This is an optimization exercise on Yosys and OpenROAD, whose aim is small area and a short achievable clock period, not a production implementation. No functional check of the RTL was part of any run shown here. Power and IR drop assume default switching activity.

**flow/constraint.sdc**
```tcl
create_clock -name core_clock -period 6.0 [get_ports {wbs_clk_i}]
set_input_delay 1.2000 -clock core_clock [delete_from_list [all_inputs] [get_ports {wbs_clk_i}]]
set_output_delay 1.2000 -clock core_clock [all_outputs]
set_load 0.01 [all_outputs]
```
**flow/design.v**
```verilog
package gfx_reg_pkg;
  typedef enum logic [8-1:0]
  {
    CONTROL       = 8'h00,
    STATUS        = 8'h04,
    TARGET_BASE   = 8'h08,
    TARGET_SIZE_X = 8'h0C,
    TARGET_SIZE_Y = 8'h10,
    DEST_X        = 8'h14,
    DEST_Y        = 8'h18,
    COLOR0        = 8'h1C,
    ALPHA         = 8'h20
  } gfx_reg_e;
  localparam int POINT_W = 16;
  localparam int CTRL_DEPTH_LSB = 0;
  localparam int CTRL_DEPTH_W   = 2;
  localparam int CTRL_BLEND_BIT = 2;
  localparam int CTRL_RECT_BIT  = 8;
  localparam int CTRL_LINE_BIT  = 9;
  localparam int CTRL_POINT_BIT = 10;
  typedef struct packed
  {
    logic [15:0] count;
    logic [14:0] reserved;
    logic        busy;
  } gfx_status_t;
endpackage
package gfx_ctrl_pkg;
  typedef enum logic
  {
    IDLE = 1'b0,
    BUSY = 1'b1
  } gfx_seq_state_e;
  typedef enum logic [1:0]
  {
    NONE  = 2'd0,
    RECT  = 2'd1,
    LINE  = 2'd2,
    POINT = 2'd3
  } gfx_draw_cmd_e;
endpackage
module gfx_wb_ack
(
  input  logic       cs_i,
  input  logic       cyc_i,
  input  logic       stb_i,
  input  logic       we_i,
  input  logic [3:0] sel_i,
  input  logic       full_i,
  input  logic       rd_ack_q_i,
  output logic       ack_o,
  output logic       err_o
);
  logic acc;
  logic acc32;
  assign acc   = cs_i & cyc_i & stb_i;
  assign acc32 = &sel_i;
  assign ack_o = acc & acc32 & (we_i ? ~full_i : rd_ack_q_i);
  assign err_o = acc & ~acc32;
endmodule
module gfx_wbs_top
(
  input  logic                                  wbs_clk_i,
  input  logic                                  rst_i,
  input  logic                                  cs_i,
  input  logic                                  cyc_i,
  input  logic                                  stb_i,
  input  logic                                  we_i,
  input  logic [3:0]                            sel_i,
  input  logic [8-1:0]                 adr_i,
  input  logic [32-1:0]                dat_i,
  output logic                                  ack_o,
  output logic                                  err_o,
  output logic [32-1:0]                dat_o,
  input  logic                                  pipeline_ack_i,
  input  logic                                  writer_sint_i,
  input  logic                                  reader_sint_i,
  output logic                                  inta_o,
  output logic [32-1:0]                target_base_o,
  output logic [gfx_reg_pkg::POINT_W-1:0]       target_size_x_o,
  output logic [gfx_reg_pkg::POINT_W-1:0]       target_size_y_o,
  output logic [32-1:0]                dest_x_o,
  output logic [32-1:0]                dest_y_o,
  output logic [32-1:0]                color0_o,
  output logic [7:0]                            global_alpha_o,
  output logic [gfx_reg_pkg::CTRL_DEPTH_W-1:0]  color_depth_o,
  output logic                                  blending_enable_o,
  output logic                                  rect_write_o,
  output logic                                  line_write_o,
  output logic                                  point_write_o
);
  localparam int DEPTH = 16;
  localparam logic [2:0] R_CTRL  = 3'd0;
  localparam logic [2:0] R_ALPHA = 3'd1;
  logic       acc, acc32, wr_acc, rd_acc;
  logic [5:0] widx;
  logic       full;
  logic       push;
  logic       rd_ack_q;
  logic       rd_go;
  assign acc    = cs_i & cyc_i & stb_i;
  assign acc32  = &sel_i;
  assign wr_acc = acc & acc32 & we_i;
  assign rd_acc = acc & acc32 & ~we_i;
  assign widx   = adr_i[7:2];
  assign push  = wr_acc & ~full;
  gfx_wb_ack u_ack
  (
    .cs_i       (cs_i),
    .cyc_i      (cyc_i),
    .stb_i      (stb_i),
    .we_i       (we_i),
    .sel_i      (sel_i),
    .full_i     (full),
    .rd_ack_q_i (rd_ack_q),
    .ack_o      (ack_o),
    .err_o      (err_o)
  );
  logic [3:0] enc_code;
  always_comb
  begin
    enc_code[3]   = (widx[5:4] == 2'b00) &
                    (widx[3] ? (widx[2:0] == 3'd0) : (widx[2:0] != 3'd1));
    enc_code[2:0] = widx[3] ? R_ALPHA : widx[2:0];
  end
  logic [35:0] mem [DEPTH];
  logic [4:0]  count;
  logic        full_q;
  logic [DEPTH-1:0] hsel;
  logic        empty;
  logic        pop;
  logic        drain_ok;
  logic [DEPTH-1:0] rd_sel;
  logic [35:0] head;
  assign full  = full_q;
  assign empty = hsel[DEPTH-1] & ~full_q;
  assign pop   = drain_ok & ~empty;
  always_ff @(posedge wbs_clk_i)
  begin
    if (push)
    begin
      mem[0] <= {enc_code, dat_i};
      for (int i = 1; i < DEPTH; i++)
        mem[i] <= mem[i-1];
    end
  end
  always_ff @(posedge wbs_clk_i)
  begin
    if (rst_i)
      hsel <= 16'h8000;
    else if (push & ~pop)
      hsel <= {hsel[DEPTH-2:0], hsel[DEPTH-1]};
    else if (pop & ~push)
      hsel <= {hsel[0], hsel[DEPTH-1:1]};
  end
  always_ff @(posedge wbs_clk_i)
  begin
    if (rst_i)
      full_q <= 1'b0;
    else if (push & ~pop)
      full_q <= hsel[DEPTH-2];
    else if (pop & ~push)
      full_q <= 1'b0;
  end
  always_comb
  begin
    count = {full_q, 4'd0};
    for (int i = 0; i < DEPTH; i++)
      if (hsel[i])
        count[3:0] = count[3:0] | 4'(i + 1);
  end
  always_comb
  begin
    head = '0;
    for (int i = 0; i < DEPTH; i++)
    begin
      rd_sel[i] = hsel[i];
      head = head | (mem[i] & {36{rd_sel[i]}});
    end
  end
  logic [31:11] control_hi;
  logic [7:0]  control_lo;
  logic [31:0] target_base_reg;
  logic [31:0] target_size_x_reg;
  logic [31:0] target_size_y_reg;
  logic [31:0] dest_x_reg;
  logic [31:0] dest_y_reg;
  logic [31:0] color0_reg;
  logic [31:0] alpha_reg;
  logic        busy;
  logic [7:0]  wsel;
  logic [31:0] wdat;
  always_comb
  begin
    for (int k = 0; k < 8; k++)
      wsel[k] = rst_i | (pop & head[35] & (head[34:32] == 3'(k)));
    wdat = head[31:0] & {32{~rst_i}};
  end
  always_ff @(posedge wbs_clk_i)
  begin
    if (wsel[R_CTRL])
    begin
      control_hi <= wdat[31:11];
      control_lo <= {wdat[7:1], head[0] | rst_i};
    end
    if (wsel[2]) target_base_reg   <= wdat;
    if (wsel[3]) target_size_x_reg <= wdat;
    if (wsel[4]) target_size_y_reg <= wdat;
    if (wsel[5]) dest_x_reg        <= wdat;
    if (wsel[6]) dest_y_reg        <= wdat;
    if (wsel[7]) color0_reg        <= wdat;
    if (wsel[R_ALPHA]) alpha_reg   <= head[31:0] | {32{rst_i}};
  end
  logic [2:0] draw_q;
  logic       cmd_active;
  always_ff @(posedge wbs_clk_i)
  begin
    draw_q <= (wsel[R_CTRL] & ~rst_i) ? head[10:8] : 3'b000;
  end
  assign cmd_active = |draw_q;
  always_ff @(posedge wbs_clk_i)
  begin
    if (rst_i)
      busy <= 1'b0;
    else if (busy)
      busy <= ~pipeline_ack_i;
    else
      busy <= cmd_active;
  end
  assign drain_ok = ~busy & ~cmd_active;
  always_ff @(posedge wbs_clk_i)
  begin
    inta_o <= ~rst_i & (writer_sint_i | reader_sint_i);
  end
  logic [31:0] rd_mux;
  logic [31:0] rd_dat_q;
  always_comb
  begin
    case (widx)
      6'd0: rd_mux = {control_hi, draw_q, control_lo};
      6'd1: rd_mux = {11'd0, count, 15'd0, busy};
      6'd2: rd_mux = target_base_reg;
      6'd3: rd_mux = target_size_x_reg;
      6'd4: rd_mux = target_size_y_reg;
      6'd5: rd_mux = dest_x_reg;
      6'd6: rd_mux = dest_y_reg;
      6'd7: rd_mux = color0_reg;
      6'd8: rd_mux = alpha_reg;
      default: rd_mux = '0;
    endcase
  end
  assign rd_go = rd_acc & ~rd_ack_q & ~rst_i;
  always_ff @(posedge wbs_clk_i)
  begin
    rd_ack_q <= rd_go;
    rd_dat_q <= rd_go ? rd_mux : 32'd0;
  end
  assign dat_o = rd_dat_q;
  assign target_base_o     = target_base_reg;
  assign target_size_x_o   = target_size_x_reg[15:0];
  assign target_size_y_o   = target_size_y_reg[15:0];
  assign dest_x_o          = dest_x_reg;
  assign dest_y_o          = dest_y_reg;
  assign color0_o          = color0_reg;
  assign global_alpha_o    = alpha_reg[7:0];
  assign color_depth_o     = control_lo[1:0];
  assign blending_enable_o = control_lo[2];
  assign rect_write_o  = draw_q[0];
  assign line_write_o  = draw_q[1] & ~draw_q[0];
  assign point_write_o = draw_q[2] & ~draw_q[1] & ~draw_q[0];
endmodule
```
**flow/flow/margin.txt**
```
3.2
```
**flow/config.mk**
```make
export PLATFORM = sky130hd
export DESIGN_NAME = gfx_wbs_top
export DESIGN_NICKNAME = gfx_wbs_top
export VERILOG_FILES = /design/flow/design.v
export SDC_FILE = /design/flow/constraint.sdc
export NUM_CORES = 4
export LEC_CHECK = 0
export CAP_MARGIN = 20
export CORE_MARGIN = 2
export CORE_UTILIZATION = 72
export SLEW_MARGIN = 20
export SYNTH_HIERARCHICAL = 1
export SYNTH_MINIMUM_KEEP_SIZE = 0
export TNS_END_PERCENT = 5
```
**flow/standard.sh**
```bash
#!/bin/bash
# synth_recipe.tcl (not shown) runs the flow's synth.tcl, then flattens the netlist and writes it again
# the make line also repeats each setting of config.mk as NAME=value (left out here)
make -C /OpenROAD-flow-scripts/flow DESIGN_CONFIG=/design/flow/config.mk WORK_HOME=/design/flow/orfs CLKGATE_MAP_FILE= SYNTH_SCRIPT=/design/flow/synth_recipe.tcl "${@:-finish}"
```
**flow/flow/run.sh**
```bash
#!/bin/bash
# Standard ORFS layout with these changes:
# - synthesis maps logic with ABC's default script instead of ORFS's speed
#   script (registers are mapped before ABC runs, so they are unchanged),
#   and takes the small gfx_wb_ack module (bus ack/err, the only paths from
#   inputs to outputs) from a hand-mapped netlist, flow/ack_cells.v;
# - smaller port buffers;
# - a clock tree from clock buffers in larger clusters, without dummy loads;
# - timing repair aimed at a shorter period than the clock's.
# Each tool's output is in standard.log and orfs/logs/.
set -uo pipefail
MARGIN=$(cat flow/margin.txt 2>/dev/null || echo 3)
sed 's|log_cmd abc {\*}\$abc_args|log_cmd abc {*}[lrange $abc_args 2 end]|' \
  "$FLOW_HOME/scripts/synth.tcl" > synth_core.tcl
grep -q 'lrange $abc_args 2 end' synth_core.tcl || { echo "synth.tcl patch failed"; exit 1; }
awk -v core="$PWD/synth_core.tcl" -v ack="$PWD/flow/ack_cells.v" '
  /SCRIPTS_DIR\)\/synth.tcl/ { print "source " core; print "delete gfx_wb_ack"; print "read_verilog " ack; print "hierarchy -top $::env(DESIGN_NAME)"; next }
  { print }' synth_recipe.tcl > synth_own.tcl
bash standard.sh SYNTH_SCRIPT=$PWD/synth_own.tcl \
  BUFFER_PORTS_ARGS="-buffer_cell sky130_fd_sc_hd__buf_1" \
  CTS_ARGS="-sink_clustering_enable -repair_clock_nets -dont_use_dummy_load -sink_clustering_size 18 -sink_clustering_max_diameter 50 -buf_list {sky130_fd_sc_hd__clkbuf_8}" \
  SETUP_SLACK_MARGIN=$MARGIN \
  finish > standard.log 2>&1
```
**flow/flow/ack_cells.v**
```verilog
// gfx_wb_ack mapped by hand to two levels of gates: the bus handshake
// outputs are the only paths from inputs to outputs, so they set the period.
module gfx_wb_ack(cs_i, cyc_i, stb_i, we_i, sel_i, full_i, rd_ack_q_i, ack_o, err_o);
  input cs_i;
  input cyc_i;
  input stb_i;
  input we_i;
  input [3:0] sel_i;
  input full_i;
  input rd_ack_q_i;
  output ack_o;
  output err_o;
  wire n_sel;
  wire n_acc;
  wire n_full;
  wire n_x;
  // n_sel = ~&sel, n_acc = ~(cs & cyc & stb)
  sky130_fd_sc_hd__nand4_2 u_nsel (.A(sel_i[0]), .B(sel_i[1]), .C(sel_i[2]), .D(sel_i[3]), .Y(n_sel));
  sky130_fd_sc_hd__nand3_2 u_nacc (.A(cs_i), .B(cyc_i), .C(stb_i), .Y(n_acc));
  // n_x = ~(we ? ~full : rd_ack_q)
  sky130_fd_sc_hd__inv_1 u_nfull (.A(full_i), .Y(n_full));
  sky130_fd_sc_hd__mux2i_1 u_nx (.A0(rd_ack_q_i), .A1(n_full), .S(we_i), .Y(n_x));
  // ack = acc & acc32 & x, err = acc & ~acc32
  sky130_fd_sc_hd__nor3_2 u_ack (.A(n_x), .B(n_acc), .C(n_sel), .Y(ack_o));
  sky130_fd_sc_hd__nor2b_1 u_err (.A(n_acc), .B_N(n_sel), .Y(err_o));
endmodule
```
==> results of run 1 <==
-- layout by cell type, fill, tap and decap left out, types with 31 or more instances in the layout --
| cell | n |
|---|---|
| sky130_fd_sc_hd__dfxtp_1 | 48 |
| sky130_fd_sc_hd__buf_4 | 45 |
| sky130_fd_sc_hd__buf_1 | 248 |
| sky130_fd_sc_hd__nand4_1 | 48 |
| sky130_fd_sc_hd__or3_1 | 31 |
| sky130_fd_sc_hd__a22oi_1 | 95 |
| sky130_fd_sc_hd__nor2_1 | 71 |
| sky130_fd_sc_hd__nand2_1 | 81 |
| sky130_fd_sc_hd__edfxtp_1 | 829 |
| sky130_fd_sc_hd__a222oi_1 | 191 |
| sky130_fd_sc_hd__clkbuf_8 | 58 |
| sky130_fd_sc_hd__a31oi_1 | 31 |
-- metal layers --
layer | track usage | vias to the layer above
met1 | 0.500 | 9122
met4 | 0.123 | 0
met5 | 0 | -
met2 | 0.508 | 1610
met3 | 0.0926 | 168
li1 | - | 7647
-- metrics by stage --
stage / setup TNS (ns) / setup WS [ns] / hold WS [ns]
finish: 0 / 3.09 / 0.417
global placement: 0 / 2.11 / 0.427
floorplan: -333.65 / -1.46 / 0.422
detailed placement: 0 / 2.07 / 0.431
global route: 0 / 3.05 / 0.443
CTS: 0 / 2.92 / 0.411
-- what timing repair did --
action | in CTS | in global routing
pin swaps | 1 | 9
cloned | 0 | 3
setup endpoints to repair | 301 | 552
buffers inserted | 3 | 8
gates resized for setup | 5 | 48
-- report_power, final --
group / leakage (nW) / internal [W] / total, W / switching, W
registers: 8.08 / 0.00707 / 0.00727 / 0.000191
clock network: 0.417 / 0.000865 / 0.00255 / 0.00169
logic: 2.03 / 0.000381 / 0.00139 / 0.00101
-- how the worst max path moves through the flow --
stage / to / cells after the start / slack, ns / from
floorplan: hsel[15]$_SDFFE_PP1P_ / 8 / -1.46 / sel_i[1]
global placement: rd_dat_q[20]$_SDFF_PN0_ / 7 / 2.11 / adr_i[2]
detailed placement: rd_dat_q[20]$_SDFF_PN0_ / 7 / 2.07 / adr_i[2]
CTS: color0_reg[9]$_DFFE_PP_ / 6 / 2.92 / busy$_SDFF_PP0_
global route: ack_o / 4 / 3.05 / sel_i[3]
finish: ack_o / 4 / 3.09 / sel_i[2]
-- worst reg2reg max path: cells and delay by family (launching register included) --
family,cells,cell delay (ns)
and+or+nand+nor,2,0.48
DFF,1,0.33
AOI/OAI and AO/OA,3,0.92
buffers and inverters,2,0.74
-- final cells by class --
cell class	instances	area [sq um]
timing repair buffer	312	1490
tap	585	732
multi-input combinational	696	5070
inverter	4	15.0
fill	2340	9050
antenna	3	7.51
sequential	884	26000
clock buffer	58	798
==> impl_results.rst, run 1 <==
.. list-table::
   :header-rows: 1

   * - Metric
     - Value
   * - Finish-stage setup viols
     - 0
   * - Area of the core
     - 43,200 sq um
   * - Maximum ir drop on the vdd rail
     - 230 uV
   * - Final period utilization
     - 0.485
   * - Cell Area, Synth
     - 31,600 sq um
   * - Max reg flops
     - 576
   * - Final-report max-slew violation count
     - 0
   * - CP Class
     - in -> out
   * - Max_cap viols
     - 0
   * - CP bufs+invs
     - 2
   * - Worst stage delay on the critical path
     - approximately 0.18 ns
   * - Category of the worst setup path capture point
     - output pin
   * - Slew at the pin with the worst max-slew slack
     - 1.02 ns
   * - Top register by number of flip-flops
     - mem
   * - Cells after Synth
     - 1,729
   * - YS warnings
     - 8
   * - Horizontal die dimension
     - 214 um
   * - Uppermost layer routed
     - met4
   * - Post-Layout Inst Area
     - 34,100 sq um
   * - Overall overflow remaining after global route
     - 0
   * - Clock latency on the worst-skew pair
     - between 0.7 and 0.8 ns
   * - Status
     - timing/DRC/antenna clean
   * - Number of stages on the worst hold path
     - 0
   * - Synthesis-to-finish area growth
     - 7.91%
   * - Detail Route Antenna Nets
     - 0
   * - Routed length per instance
     - 31.0 um
   * - Vertical die dimension
     - around 210 um
   * - First-pass GRT wire length
     - ~110,000 um
   * - Detailed route wirelength on metal2
     - around 35,000 um
   * - CP cell instances
     - buf_6, nand4_4, nor3_2, buf_2
   * - Start of the worst register-to-register path
     - hsel[12]$_SDFFE_PP0P_
   * - Total met3 wirelength after detailed routing
     - roughly 12,000 um
   * - Via Count
     - roughly 19,000
   * - Total DRC errors in the routed layout
     - 0
   * - Final Power
     - about 0.011 W
   * - Max Fclk
     - 343 MHz
   * - I/O Buffers
     - 259
   * - Post-detailed-placement cell area
     - 33,000 sq um
   * - Final estimated routing congestion in global placement
     - between 0.8 and 0.9
   * - First drt pass iteration count
     - 10
   * - Via count of the first global-routing pass
     - 17,300
   * - Die outline area
     - 45,600 sq um
   * - Headroom to the max-slew limit
     - 0.321
   * - Tot GR Track Use
     - 0.342
   * - Max Clock Skew
     - 0.0732 ns
   * - Utilization of the core after routing
     - 0.790
   * - Family of cells with the greatest summed delay on the critical path
     - simple AND/OR/NAND/NOR gates
   * - Post-Route M1 WL
     - 29,000 um
   * - Endpoint of the worst-slack reg-to-reg timing path
     - alpha_reg[31]$_DFFE_PP_
   * - Root buf cell
     - sky130_fd_sc_hd__clkbuf_8
   * - CP startpoint kind
     - input pin
   * - Floorplan row count
     - 76
   * - Synthesized area per cell
     - around 18 sq um
   * - Max FO, Critical Path
     - 2
   * - Largest net degree at the start of global routing
     - 178
   * - Vias/cell
     - 7.30
   * - Htree depth
     - 2
   * - Critical path data required time
     - 4.80 ns
   * - Leakage
     - 10.5 nW
   * - Clock period minus final worst setup slack
     - 2.91 ns
   * - Data arrival at the endpoint of the critical path
     - around 1.7 ns
   * - Number of buffers added by the clock tree synthesis step
     - 58
   * - Worst Reg2Reg Path Length in Cells
     - 7
   * - Slowest cell on the critical path
     - sky130_fd_sc_hd__nor3_2
   * - Half-perimeter wire length of the detailed placement result
     - 46,700 um
   * - Synthesized net count
     - 1,783
   * - Number of antenna violations at the first check in global routing
     - 2
   * - Count of placed standard cells including taps
     - 2,467
   * - CTS sink cnt
     - about 880
   * - End of the worst hold path
     - mem[11][19]$_DFFE_PP_
   * - Register-to-register path setup slack
     - around 3.2 ns
   * - Top-level port count
     - between 200 and 300
   * - Layout cells sized above 1
     - 0.0839
   * - Number of nets in the layout
     - ~2,000
   * - Hold wc startpoint
     - mem[10][19]$_DFFE_PP_
   * - Count of hold buffers inserted by post-cts repair
     - 0
   * - Hold Vio Cnt, Final
     - 0
   * - Clock Pin Slew Worst Setup and Hold Paths
     - 0.10 ns
   * - Initial drt markers
     - 3,854
   * - Setup repair after global routing missed its margin
     - yes
   * - Class of the worst hold path
     - reg -> reg
   * - Routed WL
     - just under 80,000 um
   * - Finished Layout Cells
     - between 2,000 and 3,000
   * - Effective utilization at floorplan
     - 0.732
   * - PwrDens
     - 329 nW/um^2
   * - CTS tree
     - done
   * - Maximum clock insertion buffer count
     - 3
==> inputs of run 2 (changes only) <==
==> flow/flow/margin.txt (replaced) <==
3.3
==> run 2 against run 1 <==
Against the previous run:
- still clean on timing, DRC and antenna
- cell count increased by 0.28%
- total power increased by 0.12%
- hold slack improved by 0.0072 ns
- clock skew increased by 0.0021 ns
- via count about the same
- sequential cell count unchanged
- sequential share of layout area decreased by 0.18 points
- clock-buffer cell count unchanged
- register-to-register slack got worse by 0.10 ns
- sequential power about the same
- critical endpoint is now err_o
- largest power group unchanged
==> impl_results.rst, run 2 <==
.. list-table::
   :header-rows: 1

   * - Metric
     - Value
   * - First drt pass iteration count
     - 9
   * - Leakage
     - 10.6 nW
   * - CP startpoint kind
     - input pin
   * - Headroom to the max-slew limit
     - 0.360
   * - Vias/cell
     - 7.28
   * - Setup slack at placement
     - 2.07 ns
   * - Effective utilization at floorplan
     - 0.732
   * - Number of antenna violations at the first check in global routing
     - 2
   * - Final-report max-slew violation count
     - 0
   * - Utilization of the core after routing
     - 0.792
   * - Finish-stage setup viols
     - 0
   * - Floorplan row count
     - 76
   * - Fill cell total of the finished layout
     - 2,335
   * - Initial drt markers
     - 3,874
   * - Post-Layout Inst Area
     - about 34,000 sq um
   * - Area of the multi-input gates
     - between 5000 and 6000 sq um
   * - Vertical die dimension
     - 214 um
   * - CP Class
     - in -> out
   * - Routed length per instance
     - 31.0 um
   * - Final Power
     - 0.0112 W
   * - Max FO, Critical Path
     - 2
   * - Htree depth
     - 2
   * - Slew at the pin with the worst max-slew slack
     - approximately 0.96 ns
   * - Clock period minus final worst setup slack
     - between 2 and 3 ns
   * - Maximum clock insertion buffer count
     - 3
   * - Top register by number of flip-flops
     - mem
   * - CTS tree
     - done
   * - I/O Buffers
     - 259
   * - Data arrival at the endpoint of the critical path
     - roughly 1.7 ns
   * - YS warnings
     - 8
   * - Setup repair after global routing missed its margin
     - yes
   * - Root buf cell
     - sky130_fd_sc_hd__clkbuf_8
   * - Category of the worst setup path capture point
     - output pin
   * - Critical path data required time
     - 4.80 ns
   * - Clock Pin Slew Worst Setup and Hold Paths
     - ~0.10 ns
   * - Routed WL
     - 79,000 um
   * - Synthesized area per cell
     - 18.3 sq um
   * - Half-perimeter wire length of the detailed placement result
     - 46,700 um
   * - Top-level port count
     - about 260
   * - Overall overflow remaining after global route
     - 0
   * - Max_cap viols
     - 0
   * - Cells after Synth
     - 1,729
   * - Max Clock Skew
     - between 0.07 and 0.08 ns
   * - Commonest cells after routing, fill and taps aside
     - sky130_fd_sc_hd__edfxtp_1, sky130_fd_sc_hd__buf_1, sky130_fd_sc_hd__a222oi_1
   * - Post-detailed-placement cell area
     - approximately 33,000 sq um
   * - Largest net degree at the start of global routing
     - 178
   * - Number of buffers added by the clock tree synthesis step
     - 58
   * - Count of hold buffers inserted by post-cts repair
     - 0
   * - Max reg flops
     - 576
   * - Layout cells sized above 1
     - 0.0887
   * - Max Fclk
     - between 300 and 400 MHz
   * - Area of the core
     - 43,200 sq um
   * - Final estimated routing congestion in global placement
     - 0.874
   * - Final period utilization
     - 0.485
   * - Number of nets in the layout
     - 2,017
   * - Status
     - timing/DRC/antenna clean
   * - Worst hold slack
     - about 0.42 ns
   * - Synthesis-to-finish area growth
     - 8.17%
   * - Horizontal die dimension
     - 214 um
   * - Final worst slack
     - 3.09 ns
   * - Die outline area
     - around 46,000 sq um
   * - Cell Area, Synth
     - 31,600 sq um
   * - Via count of the first global-routing pass
     - roughly 17,000
   * - Maximum ir drop on the vdd rail
     - 232 uV
   * - Synthesized net count
     - 1,783
   * - Detail Route Antenna Nets
     - 0
   * - Tot GR Track Use
     - 0.342
   * - Hold Vio Cnt, Final
     - 0
   * - Commonest non-fill, non-tap cell in the layout
     - sky130_fd_sc_hd__edfxtp_1
   * - Seq. cell area
     - about 26,000 sq um
   * - Class of the worst hold path
     - reg -> reg
   * - CTS sink cnt
     - 884
   * - Total DRC errors in the routed layout
     - 0
   * - Via Count
     - 18,600
   * - Clock latency on the worst-skew pair
     - around 0.74 ns
   * - PwrDens
     - 328 nW/um^2
   * - First-pass GRT wire length
     - 111,000 um
[run 2: timing repair]
item                                    4_1_cts  5_1_grt
pin swaps                                     4       13
endpoints found under the setup margin      390      700
buffers inserted                              3       15
gates cloned                                  0        3
resized for setup                            13       45
[run 2: worst paths after layout]
path | slack [ns] | from | to | cells past startpoint
setup / recovery | 3.09 | sel_i[3] | err_o | 4
setup reg to reg | 3.09 | busy$_SDFF_PP0_ | color0_reg[13]$_DFFE_PP_ | 6
hold / removal | 0.42 | mem[10][19]$_DFFE_PP_ | mem[11][19]$_DFFE_PP_ | 0
hold reg to reg | 0.42 | mem[10][19]$_DFFE_PP_ | mem[11][19]$_DFFE_PP_ | 0
[run 2: per-stage QoR]
| step | setup TNS, ns | std cells |
|---|---|---|
| after floorplan | -333.65 | 1729 |
| after global placement | 0 | 2467 |
| after detailed placement | 0 | 2467 |
| after CTS | 0 | 2528 |
| after global routing | 0 | 2547 |
| final | 0 | 2549 |
[run 2: final cells by class]
type	count	share of cell area
diodes	3	0.000220
clock buffers	58	0.0233
inverters	4	0.000439
multi-input cells	696	0.149
flip-flops and latches	884	0.760
well taps	585	0.0214
repair buffers	319	0.0456
[run 2: power breakdown]
group | switching [W] | internal (W) | leakage (nW)
clock network | 0.00169 | 0.000864 | 0.417
logic | 0.00102 | 0.000385 | 2.07
registers | 0.000191 | 0.00707 | 8.08
[run 2: routing by layer]
layer  global-route usage  up-vias  part of all wire
met3               0.0929      172              0.15
met4                0.125        0             0.035
met5                    0        -                 0
li1                     -     7655                 -
met1                0.500     9089              0.37
met2                0.509     1639              0.45
[run 2: worst max-delay path, cell delays in order]
cell and delay, ns:
sky130_fd_sc_hd__buf_4 0.12, sky130_fd_sc_hd__nand4_4 0.08, sky130_fd_sc_hd__nor2b_1 0.15, sky130_fd_sc_hd__buf_2 0.15
==> inputs of run 3 (changes only) <==
==> flow/flow/margin.txt (replaced) <==
3.1
==> run 3 against run 2 <==
Against the previous run:
- sequential power about the same
- highest routed layer unchanged
- wire length down 1.3%
- global-route usage down 0.053 points
- setup slack worse by 0.057 ns
- sequential share of layout area up 0.48 points
- total power down 0.43%
- non-clock buffer count down 9
- cell count down 0.43%
- core utilization down 0.50 points
- maximum frequency down 1.9%
- design area down 0.63%
==> impl_results.rst, run 3 <==
.. list-table::
   :header-rows: 1

   * - Metric
     - Value
   * - Status
     - timing/DRC/antenna clean
   * - Final period utilization
     - 0.495
   * - Horizontal die dimension
     - 214 um
   * - Worst hold slack
     - 0.429 ns
   * - Initial drt markers
     - 3,864
   * - Die outline area
     - about 46,000 sq um
   * - CTS sink cnt
     - around 900
   * - Overall overflow remaining after global route
     - 0
   * - Layout cells sized above 1
     - 0.0790
   * - Vertical die dimension
     - 214 um
   * - Register-to-register path setup slack
     - ~3 ns
   * - Slew at the pin with the worst max-slew slack
     - a little over 1 ns
   * - Count of placed standard cells including taps
     - 2,467
   * - Total met3 wirelength after detailed routing
     - 11,800 um
   * - Finish-stage setup viols
     - 0
   * - Area of the core
     - 43,200 sq um
   * - Via Count
     - approximately 18,000
   * - Category of the worst setup path capture point
     - output pin
   * - Synthesis-to-finish area growth
     - 7.49%
   * - Routed WL
     - 78,000 um
   * - Detailed route wirelength on metal2
     - 35,000 um
   * - Number of buffers added by the clock tree synthesis step
     - between 50 and 60
   * - CP Class
     - in -> out
   * - Cell Area, Synth
     - 31,600 sq um
   * - YS warnings
     - 8
   * - Clock Pin Slew Worst Setup and Hold Paths
     - roughly 0.10 ns
   * - Data arrival at the endpoint of the critical path
     - 1.77 ns
   * - Critical Path End
     - ack_o
   * - Synthesized area per cell
     - about 18 sq um
   * - Max FO, Critical Path
     - 4
   * - Number of nets in the layout
     - between 2,000 and 2,500
   * - Worst stage delay on the critical path
     - around 0.24 ns
   * - Finished Layout Cells
     - 2,538
   * - Largest net degree at the start of global routing
     - about 180
   * - First-pass GRT wire length
     - 111,000 um
   * - Effective utilization at floorplan
     - 0.732
   * - Area of the multi-input gates
     - 5010 sq um
   * - Via count of the first global-routing pass
     - approximately 17,000
   * - Worst Reg2Reg Path Length in Cells
     - 5
   * - Max_cap viols
     - 0
   * - CP startpoint kind
     - input pin
   * - Final estimated routing congestion in global placement
     - ~0.87
   * - Half-perimeter wire length of the detailed placement result
     - 46,700 um
   * - Class of the worst hold path
     - reg -> reg
   * - Clock period minus final worst setup slack
     - 2.97 ns
   * - Max Fclk
     - roughly 340 MHz
   * - PwrDens
     - 329 nW/um^2
   * - Total DRC errors in the routed layout
     - 0
   * - Synthesized net count
     - 1,783
   * - Fill cell total of the finished layout
     - 2,366
   * - Setup repair after global routing missed its margin
     - yes
   * - Start of the worst register-to-register path
     - busy$_SDFF_PP0_
   * - Commonest cells after routing, fill and taps aside
     - sky130_fd_sc_hd__edfxtp_1, sky130_fd_sc_hd__buf_1, sky130_fd_sc_hd__a222oi_1
   * - Uppermost layer routed
     - met4
   * - Headroom to the max-slew limit
     - 0.321
   * - Family of cells with the greatest summed delay on the critical path
     - buffers and inverters
   * - I/O Buffers
     - approximately 260
   * - Number of antenna violations at the first check in global routing
     - 2
   * - Slowest cell on the critical path
     - sky130_fd_sc_hd__mux2i_1
   * - Combinational share of power
     - 0.122
   * - Top-level port count
     - 262
   * - Hold Vio Cnt, Final
     - 0
   * - Root buf cell
     - sky130_fd_sc_hd__clkbuf_8
   * - Crit. Startpoint
     - we_i
   * - Final Power
     - 0.0112 W
   * - Htree depth
     - 2
   * - CP bufs+invs
     - 2
   * - Leakage
     - 10.5 nW
   * - Clock latency on the worst-skew pair
     - around 0.73 ns
   * - Top register by number of flip-flops
     - mem
   * - CP cell instances
     - clkbuf_2, mux2i_1, nor3_2, buf_2
   * - Post-Route M1 WL
     - around 29,000 um
   * - CTS tree
     - done
   * - Proportion of power drawn by flip-flops and latches
     - 0.650
   * - Critical path data required time
     - 4.80 ns
   * - Count of cell instances traversed by the critical path
     - 4
   * - Max Clock Skew
     - 0.0730 ns
   * - Switching power
     - ~0.0029 W
   * - Maximum ir drop on the vdd rail
     - roughly 230 uV
   * - First drt pass iteration count
     - 9
   * - Max reg flops
     - around 580
   * - Floorplan row count
     - 76
   * - Commonest non-fill, non-tap cell in the layout
     - sky130_fd_sc_hd__edfxtp_1
   * - Clock network fraction of design power
     - 0.228
   * - Seq. cell area
     - 26,000 sq um
   * - Final-report max-slew violation count
     - 0
   * - Switch share
     - 0.257
   * - Cells after Synth
     - 1,729
   * - Routed length per instance
     - 30.7 um
   * - Maximum clock insertion buffer count
     - 3
   * - Int Pwr
     - 0.00831 W
   * - Detail Route Antenna Nets
     - 0
   * - Vias/cell
     - 7.28
   * - Endpoint of the worst-slack reg-to-reg timing path
     - target_size_y_reg[9]$_DFFE_PP_
   * - Tot GR Track Use
     - 0.342
run 3: metal layers:
metal  GRT usage  vias to the layer above
met5           0                        -
met4       0.123                        0
met3      0.0926                      175
met2       0.508                     1608
met1       0.500                     9073
li1            -                     7630
run 3: worst min path at each step:
stage / startpoint / slack [ns] / cells past startpoint / to
after floorplan: mem[2][7]$_DFFE_PP_ / 0.42 / 0 / mem[3][7]$_DFFE_PP_
after global placement: mem[1][1]$_DFFE_PP_ / 0.43 / 0 / mem[2][1]$_DFFE_PP_
after detailed placement: mem[0][13]$_DFFE_PP_ / 0.43 / 0 / mem[1][13]$_DFFE_PP_
after CTS: mem[10][19]$_DFFE_PP_ / 0.41 / 0 / mem[11][19]$_DFFE_PP_
after global routing: mem[2][1]$_DFFE_PP_ / 0.44 / 0 / mem[3][1]$_DFFE_PP_
final: mem[4][1]$_DFFE_PP_ / 0.43 / 0 / mem[5][1]$_DFFE_PP_
run 3: power groups by stage:
| stage | sequential, W | combinational [W] | clock, W |
|---|---|---|---|
| floorplan | 0.00739 | 0.000694 | 0 |
| global placement | 0.00738 | 0.00129 | 0 |
| detailed placement | 0.00740 | 0.00131 | 0 |
| CTS | 0.00725 | 0.00132 | 0.00259 |
| global route | 0.00728 | 0.00145 | 0.00278 |
| finish | 0.00726 | 0.00136 | 0.00255 |
run 3: final cells by class:
type / count / area share
Clock buffer: 58 / 0.0235
Antenna cell: 3 / 0.000221
Tap cell: 585 / 0.0215
Multi-Input combinational cell: 694 / 0.147
Timing Repair Buffer: 310 / 0.0417
Sequential cell: 884 / 0.765
Inverter: 4 / 0.000442
run 3: what timing repair did:
| action | CTS | global route |
|---|---|---|
| buffers inserted | 3 | 6 |
| pin swaps | 1 | 6 |
| setup endpoints to repair | 263 | 309 |
| resized for setup | 5 | 16 |
| hold buffers | 0 | 0 |
| cloned | 0 | 1 |
run 3: stage by stage:
step                      setup WS (ns)  area (sq um)  setup TNS, ns   util
after floorplan                   -1.46         31700        -333.65      -
after global placement             2.11         33000              0  0.765
after detailed placement           2.07         33000              0  0.765
after CTS                          2.92         33900              0  0.785
after global routing               3.00         34000              0  0.787
final                              3.03         34000              0  0.787
==> inputs of run 4 (changes only) <==
==> flow/flow/margin.txt (replaced) <==
3.2
--- a/flow/config.mk
+++ b/flow/config.mk
@@ -10,2 +10,3 @@
 export CORE_UTILIZATION = 72
+export GPL_TIMING_DRIVEN = 0
 export SLEW_MARGIN = 20
==> run 4 against run 3 <==
Against the previous run:
- global-route usage is 5.1 points higher
- critical path depth is 2 higher
- sequential share of layout area is 2.1 points lower
- maximum frequency is 4.0% lower
- die area stayed put
- sequential cell count stayed put
- largest power group unchanged
- highest routed layer unchanged
==> impl_results.rst, run 4 <==
.. list-table::
   :header-rows: 1

   * - Metric
     - Value
   * - Effective utilization at floorplan
     - 0.732
   * - Via Count
     - 20,100
   * - Max Clock Skew
     - 0.0430 ns
   * - Cells after Synth
     - roughly 1,700
   * - CP cell instances
     - clkbuf_2, clkbuf_1, a22oi_1, nand4_1, nor2_1, nor2_1
   * - Finished Layout Cells
     - 2,655
   * - Count of placed standard cells including taps
     - between 2,000 and 3,000
   * - Maximum clock insertion buffer count
     - 3
   * - Class of the worst hold path
     - reg -> reg
   * - Register-to-register path setup slack
     - approximately 2.9 ns
   * - Number of nets in the layout
     - 2,126
   * - Post-Layout Inst Area
     - 34,900 sq um
   * - Final period utilization
     - 0.515
   * - Final estimated routing congestion in global placement
     - 0.956
   * - Horizontal die dimension
     - 214 um
   * - Post-CTS repair timing setup buffer count
     - 0
   * - Layout cells sized above 1
     - 0.110
   * - Number of antenna violations at the first check in global routing
     - 0
   * - Via count of the first global-routing pass
     - 18,400
   * - Max_cap viols
     - 0
   * - Number of buffers added by the clock tree synthesis step
     - 57
   * - Fill cell total of the finished layout
     - between 2,000 and 2,500
   * - Slowest cell on the critical path
     - sky130_fd_sc_hd__clkbuf_1
   * - Routed WL
     - 90,700 um
   * - Headroom to the max-slew limit
     - 0.181
   * - Synthesized net count
     - 1,783
   * - Synthesized area per cell
     - 18.3 sq um
   * - Hold Vio Cnt, Final
     - 0
   * - Commonest cells after routing, fill and taps aside
     - sky130_fd_sc_hd__edfxtp_1, sky130_fd_sc_hd__buf_1, sky130_fd_sc_hd__a222oi_1
   * - PwrDens
     - 327 nW/um^2
   * - Maximum ir drop on the vdd rail
     - ~240 uV
   * - Htree depth
     - 2
   * - CP bufs+invs
     - 2
   * - Slew at the pin with the worst max-slew slack
     - ~1.2 ns
   * - Commonest non-fill, non-tap cell in the layout
     - sky130_fd_sc_hd__edfxtp_1
   * - Area of the multi-input gates
     - 5000 sq um
   * - Vias/cell
     - 7.57
   * - Max reg flops
     - 576
   * - Largest net degree at the start of global routing
     - 55
   * - Utilization of the core after routing
     - 0.809
   * - Die outline area
     - 45,600 sq um
   * - Category of the worst setup path capture point
     - flip-flop
   * - Worst hold slack
     - 0.432 ns
   * - Clock latency on the worst-skew pair
     - 0.71 ns
   * - Max FO, Critical Path
     - 10
   * - Post-detailed-placement cell area
     - between 30,000 and 40,000 sq um
   * - Half-perimeter wire length of the detailed placement result
     - 59,800 um
   * - Seq. cell area
     - 26,000 sq um
   * - Routed length per instance
     - 34.2 um
   * - Cell Area, Synth
     - around 32,000 sq um
   * - Data arrival at the endpoint of the critical path
     - 3.52 ns
   * - Detail Route Antenna Nets
     - 0
   * - CP Class
     - reg -> reg
   * - Root buf cell
     - sky130_fd_sc_hd__clkbuf_8
   * - Vertical die dimension
     - 214 um
   * - Synthesis-to-finish area growth
     - 10.5%
   * - Floorplan row count
     - 76
   * - Tot GR Track Use
     - 0.393
   * - First-pass GRT wire length
     - 124,000 um
   * - Overall overflow remaining after global route
     - 0
   * - Max Fclk
     - 323 MHz
   * - CP startpoint kind
     - flip-flop
   * - Cell with the most instances on the worst path
     - sky130_fd_sc_hd__nor2_1
   * - Area of the core
     - ~43,000 sq um
   * - Worst stage delay on the critical path
     - 0.78 ns
   * - Top-level port count
     - 262
   * - Leakage
     - roughly 11 nW
   * - YS warnings
     - 8
   * - Number of antenna repair diodes
     - 0
   * - CTS sink cnt
     - 884
   * - Clock Pin Slew Worst Setup and Hold Paths
     - 0.11 ns
   * - Clock period minus final worst setup slack
     - 3.09 ns
   * - Family of cells with the greatest summed delay on the critical path
     - buffers and inverters
   * - Setup repair after global routing missed its margin
     - yes
   * - Total DRC errors in the routed layout
     - 0
   * - Finish-stage setup viols
     - 0
   * - First drt pass iteration count
     - 10
   * - I/O Buffers
     - 259
   * - Initial drt markers
     - 4,839
   * - Final-report max-slew violation count
     - 0
   * - Top register by number of flip-flops
     - mem
   * - Critical path data required time
     - 6.43 ns
   * - CTS tree
     - done
   * - Status
     - timing/DRC/antenna clean
run 4: per-stage QoR:
stage	setup TNS, ns	setup WS, ns	power, W
finish	0	2.91	0.0114
global route	0	2.96	0.0117
CTS	0	3.05	0.0113
detailed placement	0	2.02	0.00885
global placement	-1217.36	-3.29	0.00880
floorplan	-333.65	-1.46	0.00808
run 4: worst paths after layout:
| kind | startpoint | end | cells past startpoint |
|---|---|---|---|
| setup / recovery | hsel[4]$_SDFFE_PP0P_ | control_hi[15]$_DFFE_PP_ | 6 |
| hold / removal | mem[1][1]$_DFFE_PP_ | mem[2][1]$_DFFE_PP_ | 0 |
| setup reg to reg | hsel[4]$_SDFFE_PP0P_ | control_hi[15]$_DFFE_PP_ | 6 |
| hold reg to reg | mem[1][1]$_DFFE_PP_ | mem[2][1]$_DFFE_PP_ | 0 |
run 4: repair_timing:
action                     4_1_cts  5_1_grt
resized for setup               53       18
cloned                           0        7
pin swaps                        2        1
setup endpoints to repair      639      623
hold buffers                     0        0
run 4: layout make-up:
cell class | count | share of cell area
sequential | 884 | 0.744
clock buffer | 57 | 0.0225
timing repair buffer | 284 | 0.0454
buffer | 148 | 0.0237
tap | 585 | 0.0209
inverter | 4 | 0.000430
multi-input combinational | 693 | 0.143
run 4: routing by layer:
layer	GRT usage	wire length (um)	vias to the layer above
li1	-	-	7874
met1	0.552	30600	9678
met5	0	0	-
met2	0.568	39800	2227
met4	0.212	4990	0
met3	0.114	15400	316
run 4: where the power goes:
part | switching [W] | internal, W
Sequential | 0.000211 | 0.00707
Combinational | 0.00112 | 0.000425
Clock | 0.00174 | 0.000852
Total | 0.00307 | 0.00835
==> inputs of run 5 (changes only) <==
--- a/flow/config.mk
+++ b/flow/config.mk
@@ -7,7 +7,6 @@
 export LEC_CHECK = 0
-export CAP_MARGIN = 20
+export CAP_MARGIN = 0
 export CORE_MARGIN = 2
 export CORE_UTILIZATION = 72
-export GPL_TIMING_DRIVEN = 0
-export SLEW_MARGIN = 20
+export SLEW_MARGIN = 0
 export SYNTH_HIERARCHICAL = 1
==> run 5 against run 4 <==
Against the previous run:
- clock-buffer cell count rose by 1
- highest routed layer unchanged
- maximum frequency rose by 6.2%
- non-clock buffer count fell by 120
- critical path type is now in -> out
==> impl_results.rst, run 5 <==
.. list-table::
   :header-rows: 1

   * - Metric
     - Value
   * - Status
     - timing/DRC/antenna clean
   * - Routed length per instance
     - 31.0 um
   * - Largest net degree at the start of global routing
     - 178
   * - Horizontal die dimension
     - 214 um
   * - Floorplan row count
     - 76
   * - Initial drt markers
     - 3,854
   * - Cell Area, Synth
     - 31,600 sq um
   * - Clock period minus final worst setup slack
     - between 2 and 3 ns
   * - Post-detailed-placement cell area
     - around 33,000 sq um
   * - Max reg flops
     - 576
   * - CTS sink cnt
     - around 880
   * - Tot GR Track Use
     - 0.342
   * - Count of placed standard cells including taps
     - 2,467
   * - CP startpoint kind
     - input pin
   * - Final period utilization
     - 0.485
   * - Slowest cell on the critical path
     - sky130_fd_sc_hd__nor3_2
   * - Root buf cell
     - sky130_fd_sc_hd__clkbuf_8
   * - Clock Pin Slew Worst Setup and Hold Paths
     - 0.10 ns
   * - Via count of the first global-routing pass
     - 17,300
   * - Max Fclk
     - 343 MHz
   * - Die outline area
     - 45,600 sq um
   * - Slew at the pin with the worst max-slew slack
     - 1.02 ns
   * - Number of buffers added by the clock tree synthesis step
     - 58
   * - Number of antenna violations at the first check in global routing
     - 2
   * - Via Count
     - 18,500
   * - Count of hold buffers inserted by post-cts repair
     - 0
   * - Worst stage delay on the critical path
     - 0.18 ns
   * - Critical path data required time
     - 4.80 ns
   * - Fill cell total of the finished layout
     - 2,340
   * - Synthesized net count
     - 1,783
   * - Hold Vio Cnt, Final
     - 0
   * - Vias/cell
     - 7.30
   * - Cells after Synth
     - 1,729
   * - Clock latency on the worst-skew pair
     - 0.73 ns
   * - Leakage
     - 10.5 nW
   * - First-pass GRT wire length
     - 111,000 um
   * - Utilization of the core after routing
     - 0.790
   * - Category of the worst setup path capture point
     - output pin
   * - Final Power
     - 0.0112 W
   * - Post-Layout Inst Area
     - 34,100 sq um
   * - Setup repair after global routing missed its margin
     - yes
   * - CP cell instances
     - buf_6, nand4_4, nor3_2, buf_2
   * - Max Clock Skew
     - 0.0732 ns
   * - Vertical die dimension
     - 214 um
   * - Synthesized area per cell
     - 18.3 sq um
   * - Maximum clock insertion buffer count
     - 3
   * - Maximum ir drop on the vdd rail
     - ~230 uV
   * - Routed WL
     - 78,800 um
   * - I/O Buffers
     - roughly 260
   * - PwrDens
     - 329 nW/um^2
   * - Finish-stage setup viols
     - 0
   * - CP Class
     - in -> out
   * - Data arrival at the endpoint of the critical path
     - 1.71 ns
   * - Finished Layout Cells
     - 2,542
   * - Layout cells sized above 1
     - 0.0839
   * - First drt pass iteration count
     - 10
   * - Sum of negative setup slack
     - 0 ns
   * - Number of nets in the layout
     - 2,010
   * - Max FO, Critical Path
     - 2
   * - Htree depth
     - 2
   * - Family of cells with the greatest summed delay on the critical path
     - simple AND/OR/NAND/NOR gates
   * - Class of the worst hold path
     - reg -> reg
   * - Effective utilization at floorplan
     - 0.732
   * - CTS tree
     - done
   * - Half-perimeter wire length of the detailed placement result
     - approximately 47,000 um
   * - YS warnings
     - 8
   * - Headroom to the max-slew limit
     - 0.321
   * - Final estimated routing congestion in global placement
     - 0.874
   * - CP bufs+invs
     - 2
   * - Top register by number of flip-flops
     - mem
   * - Detail Route Antenna Nets
     - 0
   * - Overall overflow remaining after global route
     - 0
   * - Max_cap viols
     - 0
   * - Total DRC errors in the routed layout
     - 0
   * - Commonest cells after routing, fill and taps aside
     - sky130_fd_sc_hd__edfxtp_1, sky130_fd_sc_hd__buf_1, sky130_fd_sc_hd__a222oi_1
   * - Top-level port count
     - 262
   * - Synthesis-to-finish area growth
     - 7.91%
   * - Commonest non-fill, non-tap cell in the layout
     - sky130_fd_sc_hd__edfxtp_1
   * - Area of the core
     - 43,200 sq um
   * - Final-report max-slew violation count
     - 0
## run 5: cell types whose count changed in the layout (fill, tap and decap cells not counted), sizes merged
| cell | previous run | this run |
|---|---|---|
| and3b | 1 | 3 |
| diode | 0 | 3 |
| a31o | 1 | 2 |
| clkbuf | 153 | 61 |
| clkdlybuf4s15 | 2 | 0 |
| buf | 334 | 309 |
## run 5: layout make-up
cell class	count	area [sq um]	area share
timing repair buffer	312	1490	0.0435
antenna	3	7.51	0.000220
inverter	4	15.0	0.000440
sequential	884	26000	0.762
multi-input combinational	696	5070	0.149
clock buffer	58	798	0.0234
tap	585	732	0.0215
## run 5: per-stage QoR
stage / hold WS (ns) / worst slack [ns]
2_1_floorplan: 0.422 / -1.46
3_3_place_gp: 0.427 / 2.11
3_5_place_dp: 0.431 / 2.07
4_1_cts: 0.411 / 2.92
5_1_grt: 0.443 / 3.05
6_report: 0.417 / 3.09
## run 5: report_power, final
group	internal [W]	total [W]	switching, W
combinational	0.000381	0.00139	0.00101
sequential	0.00707	0.00727	0.000191
clock	0.000865	0.00255	0.00169
## run 5: path summary, 6_finish.rpt
path / start / end / slack (ns) / cells past startpoint
worst max-delay path: sel_i[2] / ack_o / 3.09 / 4
worst min-delay path: mem[10][19]$_DFFE_PP_ / mem[11][19]$_DFFE_PP_ / 0.42 / 0
worst max register to register: hsel[12]$_SDFFE_PP0P_ / alpha_reg[31]$_DFFE_PP_ / 3.19 / 7
worst min register to register: mem[10][19]$_DFFE_PP_ / mem[11][19]$_DFFE_PP_ / 0.42 / 0
## run 5: layer usage
layer  part of all wire  vias up  global-route usage
li1                   -     7647                   -
met4              0.034        0               0.123
met1               0.37     9122               0.500
met3               0.15      168              0.0926
met2               0.45     1610               0.508
met5                  0        -                   0
## run 5: what timing repair did
action                                  CTS  global route
gates cloned                              0             3
pin swaps                                 1             9
gates resized for setup                   5            48
endpoints found under the setup margin  301           552
setup buffers                             3             8
==> inputs of run 6 (changes only) <==
==> flow/flow/margin.txt (replaced) <==
3.15
--- a/flow/config.mk
+++ b/flow/config.mk
@@ -7,8 +7,7 @@
 export LEC_CHECK = 0
-export CAP_MARGIN = 0
+export CAP_MARGIN = 20
 export CORE_MARGIN = 2
 export CORE_UTILIZATION = 72
-export SLEW_MARGIN = 0
+export SLEW_MARGIN = 20
 export SYNTH_HIERARCHICAL = 1
 export SYNTH_MINIMUM_KEEP_SIZE = 0
-export TNS_END_PERCENT = 5
==> run 6 against run 5 <==
Against the previous run:
- critical path depth unchanged
- global-route usage increased by 0.18 points
- clock skew increased by 0.0031 ns
- setup slack improved by 0.0022 ns
- highest routed layer unchanged
- combinational power about the same
- die area unchanged
- non-clock buffer count increased by 4
- hold slack got worse by 0.0044 ns
- still clean
- synthesized cell count unchanged
- first-iteration DRC count increased by 1.8%
- total power about the same
- via count about the same
==> impl_results.rst, run 6 <==
.. list-table::
   :header-rows: 1

   * - Metric
     - Value
   * - Setup repair after global routing missed its margin
     - yes
   * - Worst stage delay on the critical path
     - 0.15 ns
   * - Vertical die dimension
     - approximately 210 um
   * - Half-perimeter wire length of the detailed placement result
     - 46,700 um
   * - Register-to-register path setup slack
     - 3.16 ns
   * - Headroom to the max-slew limit
     - 0.349
   * - Finish-stage setup viols
     - 0
   * - First-pass GRT wire length
     - 112,000 um
   * - Count of hold buffers inserted by post-cts repair
     - 0
   * - CP Class
     - in -> out
   * - Clock period minus final worst setup slack
     - 2.91 ns
   * - Count of cell instances traversed by the critical path
     - 4
   * - CTS sink cnt
     - 884
   * - Worst hold slack
     - 0.412 ns
   * - First drt pass iteration count
     - 14
   * - Root buf cell
     - sky130_fd_sc_hd__clkbuf_8
   * - Via Count
     - 18,500
   * - Floorplan row count
     - 76
   * - Largest net degree at the start of global routing
     - 178
   * - Number of antenna violations at the first check in global routing
     - 2
   * - Leakage
     - 10.6 nW
   * - Cells after Synth
     - 1,729
   * - Clock Pin Slew Worst Setup and Hold Paths
     - ~0.10 ns
   * - Slowest cell on the critical path
     - sky130_fd_sc_hd__buf_2
   * - Vias/cell
     - 7.28
   * - Max Fclk
     - 344 MHz
   * - Tot GR Track Use
     - 0.343
   * - Commonest cells after routing, fill and taps aside
     - sky130_fd_sc_hd__edfxtp_1, sky130_fd_sc_hd__buf_1, sky130_fd_sc_hd__a222oi_1
   * - Commonest non-fill, non-tap cell in the layout
     - sky130_fd_sc_hd__edfxtp_1
   * - Detail Route Antenna Nets
     - 0
   * - YS warnings
     - 8
   * - Initial drt markers
     - ~3,900
   * - Final Power
     - 0.0112 W
   * - Max reg flops
     - 576
   * - Synthesized net count
     - ~1,800
   * - Class of the worst hold path
     - reg -> reg
   * - Post-Layout Inst Area
     - 34,200 sq um
   * - Top-level port count
     - 262
   * - Maximum clock insertion buffer count
     - 3
   * - Number of buffers added by the clock tree synthesis step
     - 58
   * - Overall overflow remaining after global route
     - 0
   * - Area of the core
     - 43,200 sq um
   * - Critical path data required time
     - 4.80 ns
   * - PwrDens
     - around 330 nW/um^2
   * - Effective utilization at floorplan
     - 0.732
   * - Max FO, Critical Path
     - 4
   * - Final estimated routing congestion in global placement
     - 0.874
   * - Final period utilization
     - 0.485
   * - Data arrival at the endpoint of the critical path
     - 1.71 ns
   * - Worst Reg2Reg Path Length in Cells
     - 7
   * - Max_cap viols
     - 0
   * - Slew at the pin with the worst max-slew slack
     - ~1 ns
   * - Routed length per instance
     - 31.0 um
   * - CP bufs+invs
     - 2
   * - Number of stages on the worst hold path
     - 0
   * - Status
     - timing/DRC/antenna clean
   * - CTS tree
     - done
   * - Max Clock Skew
     - 0.0763 ns
   * - Htree depth
     - 2
   * - Via count of the first global-routing pass
     - 17,400
   * - Total DRC errors in the routed layout
     - 0
   * - Family of cells with the greatest summed delay on the critical path
     - buffers and inverters
   * - Cell Area, Synth
     - 31,600 sq um
   * - Number of nets in the layout
     - 2,014
   * - Category of the worst setup path capture point
     - output pin
   * - Die outline area
     - ~46,000 sq um
   * - CP cell instances
     - buf_8, mux2i_2, nor3_2, buf_2
   * - Horizontal die dimension
     - 214 um
   * - Top register by number of flip-flops
     - mem
   * - Layout cells sized above 1
     - 0.0878
   * - Sum of negative setup slack
     - 0 ns
   * - I/O Buffers
     - 259
   * - Routed WL
     - 79,000 um
   * - Clock latency on the worst-skew pair
     - approximately 0.73 ns
   * - Final-report max-slew violation count
     - 0
   * - CP startpoint kind
     - input pin
   * - Post-detailed-placement cell area
     - 33,000 sq um
   * - Hold Vio Cnt, Final
     - 0
   * - Synthesis-to-finish area growth
     - 8.16%
   * - Utilization of the core after routing
     - 0.792
   * - Synthesized area per cell
     - 18.3 sq um
   * - Maximum ir drop on the vdd rail
     - 232 uV
run 6: timing repair:
action / in CTS / in global routing
buffers inserted: 10 / 5
gates cloned: 1 / 2
gates resized for setup: 16 / 40
setup endpoints to repair: 297 / 262
pin swaps: 7 / 7
run 6: path summary, 6_finish.rpt:
check | from | to
setup / recovery | we_i | ack_o
hold reg to reg | mem[10][19]$_DFFE_PP_ | mem[11][19]$_DFFE_PP_
setup reg to reg | hsel[13]$_SDFFE_PP0P_ | control_hi[17]$_DFFE_PP_
hold / removal | mem[10][19]$_DFFE_PP_ | mem[11][19]$_DFFE_PP_
run 6: routing by layer:
layer / track usage / part of all wire
met2: 0.513 / 0.45
met4: 0.122 / 0.035
met5: 0 / 0
met3: 0.0926 / 0.15
met1: 0.501 / 0.36
run 6: cell type report:
type / count / area, sq um
Antenna cell: 3 / 7.51
Clock buffer: 58 / 798
Fill cell: 2323 / 8970
Inverter: 4 / 15.0
Multi-Input combinational cell: 696 / 5100
Sequential cell: 884 / 26000
Tap cell: 585 / 732
Timing Repair Buffer: 316 / 1540
run 6: where the power goes:
group / switching (W) / internal [W]
clock: 0.00169 / 0.000865
combinational: 0.00102 / 0.000385
sequential: 0.000191 / 0.00707
total: 0.00290 / 0.00832
run 6: metrics by stage:
step	std cells	worst slack [ns]
after floorplan	1729	-1.46
after global placement	2467	2.11
after detailed placement	2467	2.07
after CTS	2536	3.01
after global routing	2544	3.06
final	2546	3.09
==> inputs of run 7 (changes only) <==
--- a/flow/config.mk
+++ b/flow/config.mk
@@ -9,3 +9,3 @@
 export CORE_MARGIN = 2
-export CORE_UTILIZATION = 72
+export CORE_UTILIZATION = 65
 export SLEW_MARGIN = 20
==> run 7 against run 6 <==
Against the previous run:
- core utilization fell by 7.6 points
- setup slack got worse by 0.023 ns
- die area rose by 11%
- critical path type unchanged
- critical endpoint unchanged
- largest cell class unchanged
==> impl_results.rst, run 7 <==
.. list-table::
   :header-rows: 1

   * - Metric
     - Value
   * - Status
     - timing/DRC/antenna clean
   * - Layout cells sized above 1
     - 0.0894
   * - Setup slack at placement
     - 1.91 ns
   * - Routed length per instance
     - 31.6 um
   * - Number of antenna violations at the first check in global routing
     - 1
   * - Effective utilization at floorplan
     - 0.661
   * - Via count of the first global-routing pass
     - 17,400
   * - I/O Buffers
     - roughly 260
   * - Htree depth
     - 2
   * - Sum of negative setup slack
     - 0 ns
   * - Clock period minus final worst setup slack
     - 2.93 ns
   * - Die outline area
     - ~50,000 sq um
   * - Max Fclk
     - 341 MHz
   * - Data arrival at the endpoint of the critical path
     - approximately 1.7 ns
   * - Clock latency on the worst-skew pair
     - 0.72 ns
   * - Synthesized area per cell
     - 18.3 sq um
   * - Final estimated routing congestion in global placement
     - 0.839
   * - CTS tree
     - done
   * - Headroom to the max-slew limit
     - 0.282
   * - First-pass GRT wire length
     - between 100,000 and 150,000 um
   * - Commonest non-fill, non-tap cell in the layout
     - sky130_fd_sc_hd__edfxtp_1
   * - Initial drt markers
     - 3,460
   * - Max FO, Critical Path
     - 2
   * - Area of the core
     - 47,800 sq um
   * - Routing usage on met2
     - 0.470
   * - CP Class
     - in -> out
   * - Clock Pin Slew Worst Setup and Hold Paths
     - 0.11 ns
   * - Final period utilization
     - 0.489
   * - Synthesis-to-finish area growth
     - 8.31%
   * - Commonest cells after routing, fill and taps aside
     - sky130_fd_sc_hd__edfxtp_1, sky130_fd_sc_hd__buf_1, sky130_fd_sc_hd__a222oi_1
   * - Vias/cell
     - ~7.2
   * - Final worst slack
     - 3.07 ns
   * - CP startpoint kind
     - input pin
   * - Cell Area, Synth
     - 31,600 sq um
   * - Hold Vio Cnt, Final
     - 0
   * - Class of the worst hold path
     - reg -> reg
   * - Final-report max-slew violation count
     - 0
   * - Tot GR Track Use
     - 0.321
   * - Global Route met1 Usage
     - 0.488
   * - Top-level port count
     - 262
   * - Number of antenna repair diodes
     - 0
   * - Largest net degree at the start of global routing
     - about 150
   * - Root buf cell
     - sky130_fd_sc_hd__clkbuf_8
   * - Leakage
     - 10.6 nW
   * - Finish-stage setup viols
     - 0
   * - PwrDens
     - 330 nW/um^2
   * - Half-perimeter wire length of the detailed placement result
     - 47,200 um
   * - Slew at the pin with the worst max-slew slack
     - 1.07 ns
   * - CTS sink cnt
     - roughly 880
   * - Via Count
     - roughly 18,000
   * - Overall overflow remaining after global route
     - 0
   * - Max_cap viols
     - 0
   * - GR met3 Demand/Resource
     - 0.0779
   * - Setup repair after global routing missed its margin
     - yes
   * - Top register by number of flip-flops
     - mem
   * - YS warnings
     - 8
   * - Detail Route Antenna Nets
     - 0
   * - GRT Max-Usage Layer
     - met1
   * - Category of the worst setup path capture point
     - output pin
   * - Synthesized net count
     - between 1,500 and 2,000
   * - Number of nets in the layout
     - roughly 2,000
   * - Critical path data required time
     - between 4 and 5 ns
   * - Maximum clock insertion buffer count
     - 3
   * - Maximum ir drop on the vdd rail
     - 229 uV
   * - Max Clock Skew
     - between 0.05 and 0.06 ns
   * - Cells after Synth
     - 1,729
   * - Routed WL
     - 81,200 um
   * - Horizontal die dimension
     - 225 um
   * - First drt pass iteration count
     - 9
   * - Number of buffers added by the clock tree synthesis step
     - 60
   * - Vertical die dimension
     - 225 um
   * - Floorplan row count
     - 80
   * - Total DRC errors in the routed layout
     - 0
   * - Max reg flops
     - 576
[run 7: critical path, stage by stage]
cell	delay (ns)
sky130_fd_sc_hd__buf_4	0.11
sky130_fd_sc_hd__nand3_4	0.08
sky130_fd_sc_hd__nor3_4	0.19
sky130_fd_sc_hd__buf_2	0.15
[run 7: area by class of cell]
cell class	count	area, sq um
clock buffer	60	826
fill	3016	13600
sequential	884	26000
tap	615	769
multi-input combinational	695	5040
inverter	4	15.0
timing repair buffer	314	1570
[run 7: report_power, final]
group | switching [W] | leakage [nW] | total (W) | internal (W)
Combinational | 0.000986 | 2.05 | 0.00136 | 0.000376
Clock | 0.00174 | 0.431 | 0.00263 | 0.000893
Sequential | 0.000216 | 8.09 | 0.00729 | 0.00708
[run 7: what timing repair did]
item                                    CTS  global route
resized for setup                        43            14
buffers inserted                         14             0
hold buffers                              0             0
cloned                                    2             0
endpoints found under the setup margin  449           131
pin swaps                                 5             2
[run 7: through the flow]
stage	utilization	power, W	hold slack [ns]	cells	instance area, sq um
after floorplan	-	0.00808	0.422	1729	31700
after global placement	0.691	0.00869	0.428	2496	33100
after detailed placement	0.691	0.00872	0.432	2496	33100
after CTS	0.715	0.0113	0.438	2572	34200
after global routing	0.716	0.0116	0.449	2572	34200
final	0.716	0.0113	0.440	2572	34200
[run 7: path summary, 6_finish.rpt]
check | startpoint | to | slack, ns | cells past startpoint
max | stb_i | ack_o | 3.07 | 4
min | mem[2][11]$_DFFE_PP_ | mem[3][11]$_DFFE_PP_ | 0.44 | 0
max reg2reg | hsel[7]$_SDFFE_PP0P_ | target_size_y_reg[1]$_DFFE_PP_ | 3.22 | 7
min reg2reg | mem[2][11]$_DFFE_PP_ | mem[3][11]$_DFFE_PP_ | 0.44 | 0
[run 7: layer usage]
metal,part of all wire,vias up
met5,0,-
met4,0.027,0
met3,0.14,152
met2,0.44,1465
met1,0.39,9206
li1,-,7636
==> inputs of run 8 (changes only) <==
--- a/flow/config.mk
+++ b/flow/config.mk
@@ -9,3 +9,3 @@
 export CORE_MARGIN = 2
-export CORE_UTILIZATION = 65
+export CORE_UTILIZATION = 80
 export SLEW_MARGIN = 20
==> run 8 against run 7 <==
Against the previous run:
- still clean on timing, DRC and antenna
- sequential share of layout area about the same
- global-route usage up 8.0 points
- sequential cell count unchanged
- setup slack better by 0.043 ns
- synthesized cell count unchanged
- wire length up 2.0%
- synthesized area unchanged
- critical path depth unchanged
- sequential power about the same
- clock skew down 0.024 ns
==> impl_results.rst, run 8 <==
.. list-table::
   :header-rows: 1

   * - Metric
     - Value
   * - Crit. Startpoint
     - we_i
   * - First-pass GRT wire length
     - 118,000 um
   * - Synthesized net count
     - ~1,800
   * - Data arrival at the endpoint of the critical path
     - about 1.7 ns
   * - Count of placed standard cells including taps
     - 2,404
   * - I/O Buffers
     - between 200 and 300
   * - Top register by number of flip-flops
     - mem
   * - Total met3 wirelength after detailed routing
     - 14,000 um
   * - Floorplan row count
     - 72
   * - Start of the worst register-to-register path
     - hsel[12]$_SDFFE_PP0P_
   * - Headroom to the max-slew limit
     - 0.373
   * - Synthesized area per cell
     - around 18 sq um
   * - Detail Route Antenna Nets
     - 0
   * - Routed length per instance
     - 33.4 um
   * - Count of hold buffers inserted by post-cts repair
     - 0
   * - YS warnings
     - 8
   * - Overall overflow remaining after global route
     - 0
   * - Fill cell total of the finished layout
     - roughly 1,500
   * - Area of the multi-input gates
     - 5100 sq um
   * - Critical Path End
     - ack_o
   * - Seq. cell area
     - roughly 26,000 sq um
   * - Maximum ir drop on the vdd rail
     - around 340 uV
   * - CP cell instances
     - buf_8, mux2i_2, nor3_2, buf_2
   * - Layout cells sized above 1
     - 0.0903
   * - Maximum clock insertion buffer count
     - 3
   * - Leakage
     - 10.6 nW
   * - Number of buffers added by the clock tree synthesis step
     - 57
   * - Post-detailed-placement cell area
     - approximately 33,000 sq um
   * - Commonest cells after routing, fill and taps aside
     - sky130_fd_sc_hd__edfxtp_1, sky130_fd_sc_hd__buf_1, sky130_fd_sc_hd__a222oi_1
   * - Final period utilization
     - 0.482
   * - Final-report max-slew violation count
     - 0
   * - Worst stage delay on the critical path
     - 0.23 ns
   * - Finish-stage setup viols
     - 0
   * - Post-Layout Inst Area
     - 34,200 sq um
   * - CP bufs+invs
     - 2
   * - Root buf cell
     - sky130_fd_sc_hd__clkbuf_8
   * - Half-perimeter wire length of the detailed placement result
     - 48,100 um
   * - Family of cells with the greatest summed delay on the critical path
     - multiplexers
   * - Area of the core
     - between 30,000 and 40,000 sq um
   * - Via count of the first global-routing pass
     - 18,400
   * - Total DRC errors in the routed layout
     - 0
   * - Cell Area, Synth
     - 31,600 sq um
   * - CP startpoint kind
     - input pin
   * - Clock latency on the worst-skew pair
     - 0.69 ns
   * - Register-to-register path setup slack
     - between 3 and 4 ns
   * - Category of the worst setup path capture point
     - output pin
   * - Number of nets in the layout
     - 2,016
   * - Final estimated routing congestion in global placement
     - between 0.8 and 0.9
   * - CP Class
     - in -> out
   * - Routed WL
     - 82,800 um
   * - First drt pass iteration count
     - 9
   * - Slowest cell on the critical path
     - sky130_fd_sc_hd__mux2i_2
   * - Count of cell instances traversed by the critical path
     - 4
   * - Uppermost layer routed
     - met4
   * - Max Clock Skew
     - 0.0344 ns
   * - Clock Pin Slew Worst Setup and Hold Paths
     - 0.10 ns
   * - Commonest non-fill, non-tap cell in the layout
     - sky130_fd_sc_hd__edfxtp_1
   * - Endpoint of the worst-slack reg-to-reg timing path
     - color0_reg[17]$_DFFE_PP_
   * - Setup repair after global routing missed its margin
     - yes
   * - Max FO, Critical Path
     - 2
   * - Tot GR Track Use
     - 0.402
   * - Horizontal die dimension
     - 203 um
   * - CTS tree
     - done
   * - Clock period minus final worst setup slack
     - 2.89 ns
   * - Hold Vio Cnt, Final
     - 0
   * - PwrDens
     - between 300 and 400 nW/um^2
   * - Htree depth
     - 2
   * - Worst Reg2Reg Path Length in Cells
     - 7
   * - Top-level port count
     - 262
   * - Largest net degree at the start of global routing
     - 103
   * - Synthesis-to-finish area growth
     - 8.20%
   * - Post-Route M1 WL
     - 27,600 um
   * - Effective utilization at floorplan
     - 0.814
   * - Critical path data required time
     - 4.80 ns
   * - Vertical die dimension
     - around 200 um
   * - Hold wc startpoint
     - mem[2][7]$_DFFE_PP_
   * - Number of antenna violations at the first check in global routing
     - 1
   * - Detailed route wirelength on metal2
     - about 38,000 um
   * - Via Count
     - 19,300
   * - Class of the worst hold path
     - reg -> reg
   * - Max_cap viols
     - 0
   * - Finished Layout Cells
     - 2,479
   * - Cells after Synth
     - 1,729
   * - Vias/cell
     - 7.78
   * - Max Fclk
     - 346 MHz
   * - Initial drt markers
     - 4,990
   * - Max reg flops
     - 576
   * - Die outline area
     - 41,100 sq um
   * - Status
     - timing/DRC/antenna clean
   * - CTS sink cnt
     - 884
   * - Slew at the pin with the worst max-slew slack
     - 0.937 ns
run 8: how the worst min path moves through the flow:
stage | endpoint | cells past startpoint
5_1_grt | mem[3][7]$_DFFE_PP_ | 0
3_5_place_dp | mem[14][29]$_DFFE_PP_ | 0
2_1_floorplan | mem[3][7]$_DFFE_PP_ | 0
4_1_cts | mem[3][7]$_DFFE_PP_ | 0
3_3_place_gp | mem[8][15]$_DFFE_PP_ | 0
6_report | mem[3][7]$_DFFE_PP_ | 0
run 8: repair_timing:
item                       CTS  global route
setup buffers                4             9
pin swaps                    6             8
setup endpoints to repair  704           447
gates resized for setup     62            26
gates cloned                 3             1
run 8: where the power goes:
part           leakage [nW]  internal [W]  total (W)  switching [W]
Sequential             8.08       0.00708    0.00728       0.000208
Clock                 0.410      0.000851    0.00257        0.00172
Combinational          2.10      0.000400    0.00145        0.00105
run 8: final cells by class:
| type | instances | area share |
|---|---|---|
| Inverter | 4 | 0.000439 |
| Antenna cell | 1 | 0.0000731 |
| Sequential cell | 884 | 0.760 |
| Tap cell | 518 | 0.0189 |
| Clock buffer | 57 | 0.0229 |
| Timing Repair Buffer | 319 | 0.0482 |
| Multi-Input combinational cell | 696 | 0.149 |
run 8: metal layers:
metal / vias up / track usage
li1: 7647 / -
met1: 9197 / 0.585
met2: 2213 / 0.588
met3: 229 / 0.104
met4: 0 / 0.190
met5: - / 0
run 8: metrics by stage:
step           utilization  hold slack [ns]  total power, W  TNS, ns  worst slack, ns
2_1_floorplan            -            0.422         0.00808  -333.65            -1.46
3_3_place_gp         0.849            0.427         0.00865        0             2.13
3_5_place_dp         0.849            0.432         0.00871        0             1.99
4_1_cts              0.877            0.429          0.0112        0             3.12
5_1_grt              0.881            0.447          0.0116        0             3.07
6_report             0.881            0.425          0.0113        0             3.11

Check on run 8: ideal ports give 3.110 ns setup slack; a clkbuf_16 on the clock port and buf_2 on the inputs give 3.057 ns; moving port delays by the midpoint clock arrival (0.734 ns) as well gives 2.414 ns.
